Source: an optimization exercise on an open RTL-to-GDS flow (aim: small area, a short achievable clock period and few clock cycles). Production flows keep margins and buffers that such runs may drop. Where RTL was checked, it was by simulation tests only, not by an equivalence proof against the original. No activity file was given, so power comes from the tool's default toggle rates.

## accum_top
module accum_top #(
  parameter int unsigned NumAcc = accum_pkg::NUM_ACC
) (
  input  logic                        clk_state,
  input  logic                        rst_ni,
  input  logic                        psel_i,
  input  logic                        penable_i,
  input  logic                        pwrite_i,
  input  logic [7:0]                  paddr_i,
  input  logic [31:0]                 pwdata_i,
  output logic [31:0]                 prdata_o,
  output logic                        pready_o,
  output logic                        pslverr_o,
  input  logic                        psum_valid_i,
  output logic                        psum_ready_o,
  input  logic [accum_pkg::ACC_W-1:0] psum_data_i,
  output logic                        out_valid_o,
  input  logic                        out_ready_i,
  output logic [accum_pkg::OUT_W-1:0] out_data_o,
  output logic                        done_o
);
For scale: ~2300 cells after synthesis, ~420 flip-flops, roughly 23000 um^2 of cells after synthesis.
make LEC_CHECK=0 CAP_MARGIN=20 CORE_MARGIN=2 CORE_UTILIZATION=70 CTS_BUF_LIST=sky130_fd_sc_hd__clkbuf_8 PLACE_DENSITY_LB_ADDON=0.2 SETUP_SLACK_MARGIN=5 SLEW_MARGIN=20 finish   # period 8.5 ns
run.sh (not shown) runs the stock make flow with config.mk's settings and CLKGATE_MAP_FILE= SYNTH_SCRIPT=/design/flow/synth_recipe.tcl, a recipe that flattens the netlist after the stock synthesis.
Testbench counts at the start, summed over its fixed seeds: cycles 8,040.
Then changed:
==> flow/flow/run.sh (new file) <==
#!/bin/bash
# The standard layout, with clock tree synthesis told not to add dummy loads.
set -euo pipefail
bash standard.sh "CTS_ARGS=-sink_clustering_enable -repair_clock_nets -dont_use_dummy_load -buf_list sky130_fd_sc_hd__clkbuf_8" finish > standard.log 2>&1
==> flow/standard.sh (new file) <==
#!/bin/bash
# synth_recipe.tcl (not shown) runs the flow's synth.tcl, then flattens the netlist and writes it again
# the make line also repeats each setting of config.mk as NAME=value (left out here)
make -C /OpenROAD-flow-scripts/flow DESIGN_CONFIG=/design/flow/config.mk WORK_HOME=/design/flow/orfs CLKGATE_MAP_FILE= SYNTH_SCRIPT=/design/flow/synth_recipe.tcl "${@:-finish}"
--- a/flow/config.mk
+++ b/flow/config.mk
@@ -11,3 +11,2 @@
 export CTS_BUF_LIST = sky130_fd_sc_hd__clkbuf_8
-export PLACE_DENSITY_LB_ADDON = 0.2
 export SETUP_SLACK_MARGIN = 5
removed: flow/run.sh
Outcome:
- area after synthesis does not change
- final area shrinks by a few percent
- first-iteration DRC count shrinks by about a fifth
- clock power shrinks by a quarter to a third
- power shrinks by roughly a tenth
- sequential power stays flat
- non-clock buffer count grows by 6
- hold slack got worse by 0.0056 ns
Then changed:
--- a/flow/config.mk
+++ b/flow/config.mk
@@ -9,3 +9,3 @@
 export CORE_MARGIN = 2
-export CORE_UTILIZATION = 70
+export CORE_UTILIZATION = 65
 export CTS_BUF_LIST = sky130_fd_sc_hd__clkbuf_8
What happened:
- global-route usage drops by 2.1 points
- final area climbs by 0.43%
- flip-flop and latch count stays the same
- sequential share of layout area is about the same
- cell count climbs by 0.60%


== run 1 ==
Another version of the RTL of accum_top (not shown whole).
Size: about 2900 cells after synthesis, about 420 flip-flops.
## accum_top
module accum_top #(
  parameter int unsigned NumAcc = accum_pkg::NUM_ACC
) (
  input  logic                        clk_state,
  input  logic                        rst_ni,
  input  logic                        psel_i,
  input  logic                        penable_i,
  input  logic                        pwrite_i,
  input  logic [7:0]                  paddr_i,
  input  logic [31:0]                 pwdata_i,
  output logic [31:0]                 prdata_o,
  output logic                        pready_o,
  output logic                        pslverr_o,
  input  logic                        psum_valid_i,
  output logic                        psum_ready_o,
  input  logic [accum_pkg::ACC_W-1:0] psum_data_i,
  output logic                        out_valid_o,
  input  logic                        out_ready_i,
  output logic [accum_pkg::OUT_W-1:0] out_data_o,
  output logic                        done_o
);
clock: 8.5 ns
lec_check: 0
abc_area: 1
cap_margin: 20
core_margin: 2
core_utilization: 70
setup_slack_margin: 5
slew_margin: 20
Stock flow here: none of the scripts above is used.
Edits applied to the flow inputs when going from run 1 to run 2:
Settings: an added CTS_BUF_LIST of sky130_fd_sc_hd__clkbuf_8; a deleted ABC_AREA that had been 1.
- Start point of the critical path: mode_c[1] -> run 2, mode_c[3] -> run 1
- In the reports for run 2 and run 1, the smaller global-route usage belongs to run 2.
- Internal power deteriorates in run 2 relative to run 1.
- Run 2 vs run 1 — floorplan row count dropped 1.5%.
- Run 1 → run 2: count of filler cells inserted in the layout shows a reduction of 117, total power shows an increase of 27%.
- Delta (run 2 minus run 1): count of multi-input gates now smaller, critical path depth now smaller.
- Delta(time the final worst path needs with I/O delays and setup, run 2 - run 1) < 0
- Fraction of final layout cells with drive strength greater than 1 ended up 4.8 points higher on run 2 than on run 1.
- Run 2 ended up with met5 as its highest metal layer used by the detailed router; run 1 ended up with met4.
Relative to run 2, the following input files were edited for run 3:
Settings: removing CTS_BUF_LIST (formerly sky130_fd_sc_hd__clkbuf_8).
Findings:
Run 3 does worse than run 2 on internal power. Number of fillers in the final layout is higher on run 2. On clock period minus worst slack, the lower figure sits with run 2, not run 3. Run 3 went all the way through the flow, and no timing, DRC or antenna check failed. | global-route usage | run 2 vs run 3 | ≈ equal |.
Inputs modified between run 3 and run 4:
Settings: swapping 70 for 80 in CORE_UTILIZATION.
Findings:
Summary of run 3 and run 4: one run falls short of a clean finish, namely run 4.
Run 4 never completed, since it errored out during global routing (5_1_grt).
Minimum setup slack after placement for run 4: 0.31 ns down relative to run 3
Count of buffers added by post-CTS timing repair for setup ended up 1 higher on run 4 than on run 3.
Diff run 4..run 3 | summed instance area of the synthesized netlist | unchanged
Run 4 vs run 3 — horizontal die dimension dropped by a few percent
Compared with run 3, in run 4 height of the die lost 12 microns, placed wire-length estimate picked up an extra about 7%.
Edits applied to the flow inputs when going from run 4 to run 5:
Settings: clearing SETUP_SLACK_MARGIN, which used to be 5; swapping 80 for 70 in CORE_UTILIZATION.
==> flow/flow/run.sh (new file) <==
#!/bin/bash
# The standard layout, with repair_timing aiming 5.5 ns below the clock period.
set -euo pipefail
bash standard.sh SETUP_SLACK_MARGIN=5.5 finish > standard.log 2>&1
==> flow/standard.sh (new file) <==
#!/bin/bash
# synth_recipe.tcl (not shown) runs the flow's synth.tcl, then flattens the netlist and writes it again
# the make line also repeats each setting of config.mk as NAME=value (left out here)
make -C /OpenROAD-flow-scripts/flow DESIGN_CONFIG=/design/flow/config.mk WORK_HOME=/design/flow/orfs CLKGATE_MAP_FILE= SYNTH_SCRIPT=/design/flow/synth_recipe.tcl "${@:-finish}"
removed: flow/run.sh
Results
Run 5 reached the final stage; the timing, DRC and antenna checks on its layout passed. Run 5 -> run 4: number of I/O port buffers delta 0, exact match. Looking at cell total after placement, run 5 sits 60 higher than run 4 does. In the tables for run 4 and run 5, cell area after placement reads lower with run 4. Half-perimeter wire length after placement on run 5 is ahead of run 4. Delta (run 5 minus run 4): height of the die now sits higher, pre-CTS worst setup slack up 0.37 ns, weighted congestion reported at the end of routability-driven placement has increased. Diff run 4..run 5 | clock sink total | unchanged. Going from run 4 to run 5, number of buffers inserted by post-CTS setup repair increased by 39 relative to the old numbers; number of synthesized register bits closely matched the old numbers.
Function was not checked in any run of this note: the RTL went through the layout flow alone.


Setup of build 93:
accum_top, a different RTL version from the one above (not shown whole).
Size in the first run: ~2,200 cells after synthesis, about 180 I/O pins.
clock: 8.5 ns
lec_check: 0
cap_margin: 20
core_margin: 2
core_utilization: 60
setup_slack_margin: 5
slew_margin: 20
Stock flow here: none of the scripts above is used.
What build 4 does differently from build 93 at the input level:
Settings: SETUP_SLACK_MARGIN removed (was 5).
==> flow/flow/run.sh (new file) <==
#!/bin/bash
# Standard layout, with repair_timing aiming below the clock period.
set -euo pipefail
bash standard.sh SETUP_SLACK_MARGIN=6 finish > standard.log 2>&1
==> flow/standard.sh (new file) <==
#!/bin/bash
# synth_recipe.tcl (not shown) runs the flow's synth.tcl, then flattens the netlist and writes it again
# the make line also repeats each setting of config.mk as NAME=value (left out here)
make -C /OpenROAD-flow-scripts/flow DESIGN_CONFIG=/design/flow/config.mk WORK_HOME=/design/flow/orfs CLKGATE_MAP_FILE= SYNTH_SCRIPT=/design/flow/synth_recipe.tcl "${@:-finish}"
removed: flow/run.sh
[summary]
- In summary, build 4 completed successfully, with a layout that passed the timing, DRC and antenna checks.
- Delta(global routing usage on met1, build 4 - build 93) > 0
- The higher number of buffers added for setup after CTS of build 93 and build 4 is in build 4.
- Build 4 against build 93: weighted congestion reported at the end of routability-driven placement increased about 3.4%, critical path depth now smaller.
- Compare build 93 and build 4 | final cell count lower: build 93
- The higher via count came out of build 4.
- When the final numbers for build 93 and build 4 were put side by side, the post-synthesis to final-layout area growth turned out to be smaller in build 93.
- Build 4 has wire length of the first global-routing pass above what build 93 had.
- Clock skew: build 93 vs build 4, no meaningful difference
- In the reports for build 93 and build 4, the smaller proportion of layout cells with a drive suffix above 1 belongs to build 93.
The following lists how build 39 was set up differently from build 4:
Settings: CORE_UTILIZATION changed from 60 to 70; SETUP_SLACK_MARGIN newly set to 5.
==> flow/run.sh (new file) <==
#!/bin/bash
# synth_recipe.tcl (not shown) runs the flow's synth.tcl, then flattens the netlist and writes it again
# the make line also repeats each setting of config.mk as NAME=value (left out here)
make -C /OpenROAD-flow-scripts/flow DESIGN_CONFIG=/design/flow/config.mk WORK_HOME=/design/flow/orfs CLKGATE_MAP_FILE= SYNTH_SCRIPT=/design/flow/synth_recipe.tcl finish
removed: flow/flow/run.sh
removed: flow/standard.sh
### Flow results
Build 39: done, clean on timing, DRC and antenna
Build 39 against build 4; fmax is up slightly.
Delta (build 39 minus build 4): area growth from synthesis to final layout fell 16 points, setup slack grew by 0.047 ns, total internal power climbed about 2.7%.
Between build 39 and build 4, the number of pins exceeding their max-slew limit in the final report figures differ only marginally.
Build 39 packs its core tighter than build 4.
There was hardly any difference in sequential cell power between build 39 and build 4.
Compared with build 4, build 39 is the more power-hungry design.
No run of this note included a check of the RTL's function; only the layout flow was run.


build 85:
Another version of the RTL of accum_top (not shown whole).
For scale: roughly 2400 cells after synthesis, ~460 flip-flops, about 180 I/O pins.
make LEC_CHECK=0 CAP_MARGIN=20 CORE_MARGIN=2 CORE_UTILIZATION=40 SETUP_SLACK_MARGIN=4 SLEW_MARGIN=20 finish   # period 8.5 ns
Stock flow here: none of the scripts above is used.
[inputs] build 16 vs build 85
Settings: SETUP_SLACK_MARGIN changed from 4 to 5.
==> comparison <==
Between build 85 and build 16, the clock transition at the register clock pins on the worst setup and hold paths after CTS does not differ in any meaningful way.
Area taken by flip-flops and latches of build 85 is on par with build 16.
Build 16 was carried through to the last stage, and its layout satisfied the timing, DRC and antenna checks.
Note that the non-clock buffer count recorded for build 16 amounts to 1.6 times the value seen in build 85.
Design area: build 16 > build 85
Compared build 16 vs build 85, and count of clock-buffer cells in the layout is down in build 16.
Against build 85, build 16 comes in 2 higher on cell count along the critical path.
Core utilization: build 16 higher than build 85
The worst reg2reg path depth in build 16 sits 2 above the value recorded for build 85.
Diff build 16 and build 85: final clock period utilization by the worst path lower in build 16
Build 16 against build 85: clock network contribution to total cell area decreased 0.72 points, detailed route wirelength on metal2 went up about 8%.
#### Input delta (build 31 over build 16)
Settings: SETUP_SLACK_MARGIN no longer set, was 5.
==> notes.md <==
The global routing usage on met1 number comes out higher for build 16 vs build 31. Build 31 ended up with a lower wire length on met2 than build 16 did. Every stage of the flow completed for build 31, and the final layout passed the timing, DRC and antenna checks. On final cell area excluding filler cells: between build 16 and build 31, it ends up higher for build 16. Build 16 → build 31: clock power saw an increase, synthesis-to-finish area growth saw a decrease, peak ir drop on the vdd network saw an increase, global-route usage saw a decrease, power share of the combinational group saw a decrease.
No functional check of the RTL was part of any run of this note.


accum_top, a different RTL version from the one above (not shown whole).
For scale: ~430 flip-flops, about 180 I/O pins, roughly 23000 µm² of cells after synthesis.
==> flow/config.mk <==
export PLATFORM = sky130hd
export DESIGN_NAME = accum_top
export DESIGN_NICKNAME = accum_top
export VERILOG_FILES = /design/flow/design.v
export SDC_FILE = /design/flow/constraint.sdc
export NUM_CORES = 4
export LEC_CHECK = 0
export CAP_MARGIN = 20
export CORE_MARGIN = 2
export CORE_UTILIZATION = 70
export CTS_BUF_LIST = sky130_fd_sc_hd__clkbuf_8
export SETUP_SLACK_MARGIN = 5
export SLEW_MARGIN = 20
==> flow/constraint.sdc <==
create_clock -name core_clock -period 8.5 [get_ports {clk_state}]
set_input_delay 1.7000 -clock core_clock [delete_from_list [all_inputs] [get_ports {clk_state}]]
set_output_delay 1.7000 -clock core_clock [all_outputs]
set_load 0.01 [all_outputs]
standard.sh (not shown) runs the stock make flow with config.mk's settings and CLKGATE_MAP_FILE= SYNTH_SCRIPT=/design/flow/synth_recipe.tcl, a recipe that flattens the netlist after the stock synthesis.
==> flow/flow/run.sh <==
#!/bin/bash
# The standard layout, with clock tree synthesis told not to add dummy loads.
set -euo pipefail
bash standard.sh "CTS_ARGS=-sink_clustering_enable -repair_clock_nets -dont_use_dummy_load -buf_list sky130_fd_sc_hd__clkbuf_8" finish > standard.log 2>&1
Testbench counts at the start, summed over its fixed seeds: cycles 7,496.
Next try:
- CORE_UTILIZATION: 70 -> 65
Outcome: Clock power barely changes; via count drops by a few percent; core utilization is lower by 6.2 points; power stays flat; global-route usage decreases by 3.7 points; die area goes up by a little under a tenth.


## 02-18
accum_top again, from the RTL that the note above started with.
==> flow/config.mk <==
export PLATFORM = sky130hd
export DESIGN_NAME = accum_top
export DESIGN_NICKNAME = accum_top
export VERILOG_FILES = /design/flow/design.v
export SDC_FILE = /design/flow/constraint.sdc
export NUM_CORES = 4
export LEC_CHECK = 0
export CAP_MARGIN = 20
export CORE_MARGIN = 2
export CORE_UTILIZATION = 60
export CTS_BUF_LIST = sky130_fd_sc_hd__clkbuf_8
export SETUP_SLACK_MARGIN = 5
export SLEW_MARGIN = 20
==> flow/constraint.sdc <==
create_clock -name core_clock -period 8.5 [get_ports {clk_state}]
set_input_delay 1.7000 -clock core_clock [delete_from_list [all_inputs] [get_ports {clk_state}]]
set_output_delay 1.7000 -clock core_clock [all_outputs]
set_load 0.01 [all_outputs]
Scripts as last shown in full above: flow/flow/run.sh
02-18 ended with every stage complete and zero timing, DRC or antenna violations.
Testbench counts of 02-18, summed over its fixed seeds: cycles 7,496.
diff inputs: 02-18 => 12-27
Settings: CORE_UTILIZATION now 65, was 60.
==> flow/run.sh (new file) <==
#!/bin/bash
# synth_recipe.tcl (not shown) runs the flow's synth.tcl, then flattens the netlist and writes it again
# the make line also repeats each setting of config.mk as NAME=value (left out here)
make -C /OpenROAD-flow-scripts/flow DESIGN_CONFIG=/design/flow/config.mk WORK_HOME=/design/flow/orfs CLKGATE_MAP_FILE= SYNTH_SCRIPT=/design/flow/synth_recipe.tcl finish
removed: flow/flow/run.sh
removed: flow/standard.sh
[summary]
12-27: all stages complete, timing, DRC and antenna checks passed. 02-18: done, clean on timing, DRC and antenna. The lower horizontal die dimension of 02-18 and 12-27 is in 12-27. For 02-18, the capturing element of the worst setup path was ring_q[7][22]$_DFF_P_, unlike 12-27, where it was out_data_o[30]. Setup slack: 12-27 more than 02-18. Diff 02-18 -> 12-27 | post-layout total power | up by more than 10%. | cell area | 12-27 vs 02-18 | worse |.


Another version of the RTL of accum_top (not shown whole).
Size: roughly 2400 cells after synthesis, about 500 flip-flops, roughly 180 I/O pins.
Settings: LEC_CHECK=0, CAP_MARGIN=20, CORE_MARGIN=2, CORE_UTILIZATION=40, SETUP_SLACK_MARGIN=5, SLEW_MARGIN=20; clock period 8.5 ns.
run.sh (not shown) runs the stock make flow with config.mk's settings and CLKGATE_MAP_FILE= SYNTH_SCRIPT=/design/flow/synth_recipe.tcl, a recipe that flattens the netlist after the stock synthesis.
Stock flow here: none of the scripts above is used.
The first run completed without violations.
Next try:
SETUP_SLACK_MARGIN = not set   (was 5)
What happened: Sequential power is about the same. Final area came out lower by 6.3%. Sequential share of layout area came out higher by 2.2 points.
No functional check of the RTL was part of any run of this note.


Another version of the RTL of accum_top (not shown whole).
For scale: roughly 2200 cells after synthesis, about 180 I/O pins, ~0.023 mm2 of cells after synthesis.
clock: 8.5 ns
lec_check: 0
cap_margin: 20
core_margin: 2
core_utilization: 40
setup_slack_margin: 5
slew_margin: 20
==> next run, changes <==
- SETUP_SLACK_MARGIN: 5 -> unset
The changed run finished with timing, DRC and antenna clean.
Via count shrinks by 4.4%.
Critical path depth shrinks by 3.
Wire length shrinks by 10%.
Total power shrinks by 3.3%.
Worst hold slack degrades by 0.0089 ns.
Final cell count shrinks by 3.3%.
Design area shrinks by 8.5%.
Function was not checked in any run of this note: the RTL went through the layout flow alone.

## what the ideal ports hide
In the flow no input, the clock included, has a driving cell. The finished layouts below were timed again as built, in two steps. Step 1, drivers: a clkbuf_16 drives clk_state and a buf_2 each remaining input, both assumed. Step 2 also shifts input and output timing later by t, the mid clock arrival at the registers, as if the neighbouring blocks saw the same clock. Three values: ideal, step 1, step 2; two values: the first two.
| run | t, ns | setup WS [ns] | hold slack, ns | worst setup path at the end | worst slew at a driven data input, ns |
|---|---|---|---|---|---|
| the first run of note 1 | 0.651 | 4.923 / 4.877 / 4.431 | 0.315 / 0.315 / 0.315 | input to register | 0.11 |
| the second run of note 1 | 0.648 | 4.937 / 4.888 / 4.492 | 0.310 / 0.310 / 0.310 | input to register | 0.07 |
| the third run of note 1 | 0.602 | 5.002 / 4.954 / 4.488 | 0.295 / 0.295 / 0.295 | input to register | 0.05 |
| run 1 | 0.624 | 4.919 / 4.863 / 4.510 | 0.322 / 0.322 / 0.322 | input to register | 0.05 |
| run 2 | 0.667 | 4.949 / 4.897 / 4.435 | 0.304 / 0.304 / 0.304 | input to register | 0.05 |
| run 3 | 0.627 | 4.910 / 4.856 / 4.421 | 0.310 / 0.310 / 0.310 | input to register | 0.05 |
| run 5 | 0.605 | 4.947 / 4.947 / 4.715 | 0.321 / 0.321 / 0.321 | input to register | 0.18 |
| build 93 | 0.622 | 4.756 / 4.701 / 4.476 | 0.317 / 0.317 / 0.317 | input to register | 0.06 |
| build 4 | 0.608 | 4.798 / 4.745 / 4.590 | 0.323 / 0.323 / 0.323 | input to register | 0.06 |
| build 39 | 0.593 | 4.845 / 4.793 / 4.477 | 0.307 / 0.307 / 0.307 | input to register | 0.05 |
| build 85 | 0.643 | 4.141 / 4.085 / 3.555 | 0.313 / 0.313 / 0.313 | input to register | 0.05 |
| build 16 | 0.643 | 4.915 / 4.857 / 4.431 | 0.322 / 0.322 / 0.322 | input to register | 0.06 |
| build 31 | 0.643 | 4.034 / 4.069 / 3.426 | 0.314 / 0.314 / 0.314 | input to register | 0.05 |
| the first run of note 5 | 0.640 | 4.924 / 4.874 / 4.371 | 0.314 / 0.314 / 0.314 | input to register | 0.06 |
| the second run of note 5 | 0.648 | 4.950 / 4.900 / 4.451 | 0.314 / 0.314 / 0.314 | input to register | 0.05 |
| 02-18 | 0.639 | 4.827 / 4.848 / 4.209 | 0.310 / 0.310 / 0.310 | input to register | 0.05 |
| 12-27 | 0.679 | 4.892 / 4.843 / 4.429 | 0.320 / 0.320 / 0.320 | input to register | 0.05 |
| the first run of note 7 | 0.665 | 4.840 / 4.783 / 4.571 | 0.278 / 0.278 / 0.278 | input to register | 0.07 |
| the second run of note 7 | 0.662 | 4.175 / 4.120 / 3.973 | 0.277 / 0.277 / 0.277 | input to register | 0.07 |
| the first run of note 8 | 0.613 | 4.754 / 4.702 / 4.432 | 0.315 / 0.315 / 0.315 | input to register | 0.06 |
| the second run of note 8 | 0.585 | 4.055 / 4.004 / 3.753 | 0.306 / 0.306 / 0.306 | input to register | 0.05 |
After both steps setup and hold are still met in every run listed. The setup slack of 02-18, which loses most, moves by +0.021 ns with the drivers and by -0.618 ns with both steps.
